This design comes from an exercise in tuning for small area, a short achievable clock period and few clock cycles per item on the open sky130 flow, not from production work.

Setup of the reference run:
## lbm_moments
module lbm_moments #(
  parameter int DATA_WIDTH = 32,
  parameter int FRAC_BITS  = 24
) (
  input  logic                          clock_50,
  input  logic                          arst_n,
  input  logic                          req,
  input  logic [lbm_pkg::q_dirs*DATA_WIDTH-1:0]  fin,
  output logic                          ack,
  output logic signed [DATA_WIDTH-1:0]  rho,
  output logic signed [DATA_WIDTH-1:0]  ux,
  output logic signed [DATA_WIDTH-1:0]  uy,
  output logic                          dbz,
  output logic                          ovf_x,
  output logic                          ovf_y
);
export LEC_CHECK = 0
export ABC_CLOCK_PERIOD_IN_PS = 3000
export CAP_MARGIN = 20
export CORE_MARGIN = 2
export CORE_UTILIZATION = 40
export SETUP_SLACK_MARGIN = 5
export SLEW_MARGIN = 20
export TNS_END_PERCENT = 0
create_clock -name core_clock -period 8.0 [get_ports {clock_50}]
standard.sh (not shown) runs the stock make flow with config.mk's settings and CLKGATE_MAP_FILE= SYNTH_SCRIPT=/design/flow/synth_recipe.tcl, a recipe that flattens the netlist after the stock synthesis.
==> flow/flow/run.sh <==
#!/bin/bash
set -e
cp standard.sh standard.sh.txt
export BUFFER_PORTS_ARGS="-buffer_cell sky130_fd_sc_hd__buf_1"
export CTS_ARGS="-sink_clustering_enable -repair_clock_nets -dont_use_dummy_load"
bash standard.sh > standard.log 2>&1
The reference run went all the way through synthesis, placement and routing and the layout is clean on timing, DRC and antenna.
--- input diff the reference run..the trial run ---
--- a/flow/design.v
+++ b/flow/design.v
@@ -111,25 +111,29 @@
   output logic               neg,        
   output logic               ovf,
   output logic [31:0]        quotient
 );
   logic [31:0] rem;
   logic [32:0] low;
   logic        x;          
+  logic        x_step;     
+  logic        x_use;      
+  logic        x_misc;     
   logic        mag_small;  
   logic        sgn;
   logic        hi;
   logic        r_ovf;      
   logic [32:0] op_a;
   logic [32:0] op_b;
   logic [32:0] sum;
   logic        cout;
   logic        qbit;
   logic        too_big;
   assign neg = sgn ^ rho[31];
+  assign x = (x_step && x_use) || x_misc;
   assign op_a = ({1'b0, low[31:0]} & {33{sa_low}})
               | ({rem, low[32]}    & {33{sa_step}});
   assign op_b = (({term[31], term} & {33{sb_term}})
               |  ({rho[31], rho}   & {33{sb_rho}})
               |  (low              & {33{sb_low}})) ^ {33{x}};
   moment_add #(.W(33)) i_add (
     .a    (op_a),
@@ -147,18 +151,19 @@
     if (m_idle || (m_abs && !full) || (m_fin && (zero_div || too_big))) begin
       low <= '0;
     end else if (m_step) begin
       low <= {low[31:0], qbit};
     end else begin
       low <= {1'b0, sum[31:0]};
     end
-    x <= (n_acc && acc_sub_next)
-      || (n_abs && sum[31])
-      || (n_step && (m_abs ? !rho[31] : qbit ^ rho[31]))
-      || (n_fin && neg);
+    x_step <= n_abs ? sum[31] : (qbit ^ rho[31]);
+    x_use  <= n_abs || (n_step && !m_abs);
+    x_misc <= (n_acc && acc_sub_next)
+           || (n_step && m_abs && !rho[31])
+           || (n_fin && neg);
     if (m_abs) begin
       sgn       <= low[31];
       mag_small <= (low[31:26] == 6'b0) || (low[31:25] == 7'h7f);
     end
     if (m_abs) r_ovf <= 1'b0;
     else if (m_step && (sum[32] != sum[31])) r_ovf <= 1'b1;
     if (m_abs) hi <= 1'b0;
@@ -189,16 +194,16 @@
   logic        m_idle, m_acc, m_abs, m_step, m_fin, m_ack;
   logic        n_idle, n_acc, n_abs, n_step, n_fin, n_ack;
   logic        full;
   logic [5:0]  cnt;
   logic        last_step;
   logic        redo;
   logic        done_pos;
-  logic        sa_low_x, sa_step_x, sb_rho_x, sb_low_x, sbt_x;
-  logic        sa_low_y, sa_step_y, sb_rho_y, sb_low_y, sbt_y;
+  logic        sa_low, sa_step, sb_rho, sb_low;
+  logic        sbt_x, sbt_y;
   logic [8:1]  tsel;
   logic [8:1]  nsel;
   logic [31:0] term;
   logic [31:0] term_next;
   logic        px_en_n, px_sub_n, py_en_n, py_sub_n;
   logic [31:0] rho_r;
   logic        dbz_r;
@@ -244,19 +249,19 @@
     .n_acc        (n_acc),
     .n_abs        (n_abs),
     .n_step       (n_step),
     .n_fin        (n_fin),
     .full         (full),
     .hi_en        (hi_en),
     .zero_div     (dbz_r),
-    .sa_low       (sa_low_x),
-    .sa_step      (sa_step_x),
+    .sa_low       (sa_low),
+    .sa_step      (sa_step),
     .sb_term      (sbt_x),
-    .sb_rho       (sb_rho_x),
-    .sb_low       (sb_low_x),
+    .sb_rho       (sb_rho),
+    .sb_low       (sb_low),
     .acc_sub_next (px_sub_n),
     .term         (term),
     .rho          (rho_r),
     .short_ok     (ok_x),
     .neg          (neg_x),
     .ovf          (ovf_x),
     .quotient     (ux_q)
@@ -270,19 +275,19 @@
     .n_acc        (n_acc),
     .n_abs        (n_abs),
     .n_step       (n_step),
     .n_fin        (n_fin),
     .full         (full),
     .hi_en        (hi_en),
     .zero_div     (dbz_r),
-    .sa_low       (sa_low_y),
-    .sa_step      (sa_step_y),
+    .sa_low       (sa_low),
+    .sa_step      (sa_step),
     .sb_term      (sbt_y),
-    .sb_rho       (sb_rho_y),
-    .sb_low       (sb_low_y),
+    .sb_rho       (sb_rho),
+    .sb_low       (sb_low),
     .acc_sub_next (py_sub_n),
     .term         (term),
     .rho          (rho_r),
     .short_ok     (ok_y),
     .neg          (neg_y),
     .ovf          (ovf_y),
     .quotient     (uy_q)
@@ -298,24 +303,20 @@
     if (m_idle) rho_r <= fin[0 +: 32];
     else        rho_r <= rho_sum;
     term <= term_next;
     tsel <= nsel;
     if (m_abs) dbz_r <= (rho_r == '0);
     if (m_abs) cnt <= 6'd1;
     else       cnt <= cnt + 6'd1;
-    sa_low_x  <= n_acc;
-    sa_step_x <= n_step;
-    sb_rho_x  <= n_step || n_idle && !m_idle;
-    sb_low_x  <= n_abs || n_fin || n_ack;
-    sbt_x     <= n_acc && px_en_n;
-    sa_low_y  <= n_acc || n_idle;
-    sa_step_y <= n_step || n_idle;
-    sb_rho_y  <= n_step || n_idle && m_idle;
-    sb_low_y  <= n_abs || n_fin || n_ack || n_idle;
-    sbt_y     <= n_acc && py_en_n;
+    sa_low  <= n_acc;
+    sa_step <= n_step;
+    sb_rho  <= n_step;
+    sb_low  <= n_abs || n_fin || n_ack;
+    sbt_x   <= n_acc && px_en_n;
+    sbt_y   <= n_acc && py_en_n;
   end
   always_ff @(posedge clock_50 or negedge arst_n) begin
     if (!arst_n) begin
       m_idle <= 1'b1;
       m_acc  <= 1'b0;
       m_abs  <= 1'b0;
       m_step <= 1'b0;
Results
Lower DRC violation total after the first TritonRoute iteration goes to the reference run over the trial run.
The trial run: die area 1.4% above the reference run
A highest routing layer actually used of met5 is what the trial run shows, while met4 belongs to the reference run.
| routed wire length | the trial run vs the reference run | worse |
Sequential cell area fraction in the yosys report on the trial run is down relative to the reference run.
The trial run vs the reference run — net count of the mapped netlist climbed by a few percent
No run of this note included a check of the RTL's function; only the layout flow was run.

## separate check: timing with driven ports
The results above use ideal ports. As a check the final layouts listed here were re-extracted and re-timed, cells and wires unchanged. Step 1 (the two cells are an assumption about what drives the block):
set clk [get_ports {clock_50}]
set_driving_cell -lib_cell sky130_fd_sc_hd__clkbuf_16 $clk
set_driving_cell -lib_cell sky130_fd_sc_hd__buf_2 [delete_from_list [all_inputs] $clk]
Step 2 moves the port delays by t, midway between the first and last clock arrival at a register: inputs arrive t later, outputs are due t later. That takes back most of the time a late clock gives input paths. Three values: no drivers, after step 1, after step 2; two values: the first two.
run	t (ns)	setup WS [ns]	hold slack, ns	latest minus earliest clock arrival (ns)	slew at the worst register clock pin (ns)
the reference run	0.588	4.112 / 4.112 / 4.112	0.452 / 0.452 / 0.452	0.018 / 0.018	0.06 / 0.06
the trial run	0.624	4.239 / 4.239 / 4.239	0.446 / 0.446 / 0.446	0.050 / 0.050	0.06 / 0.06
After both steps every run listed still meets setup and hold.
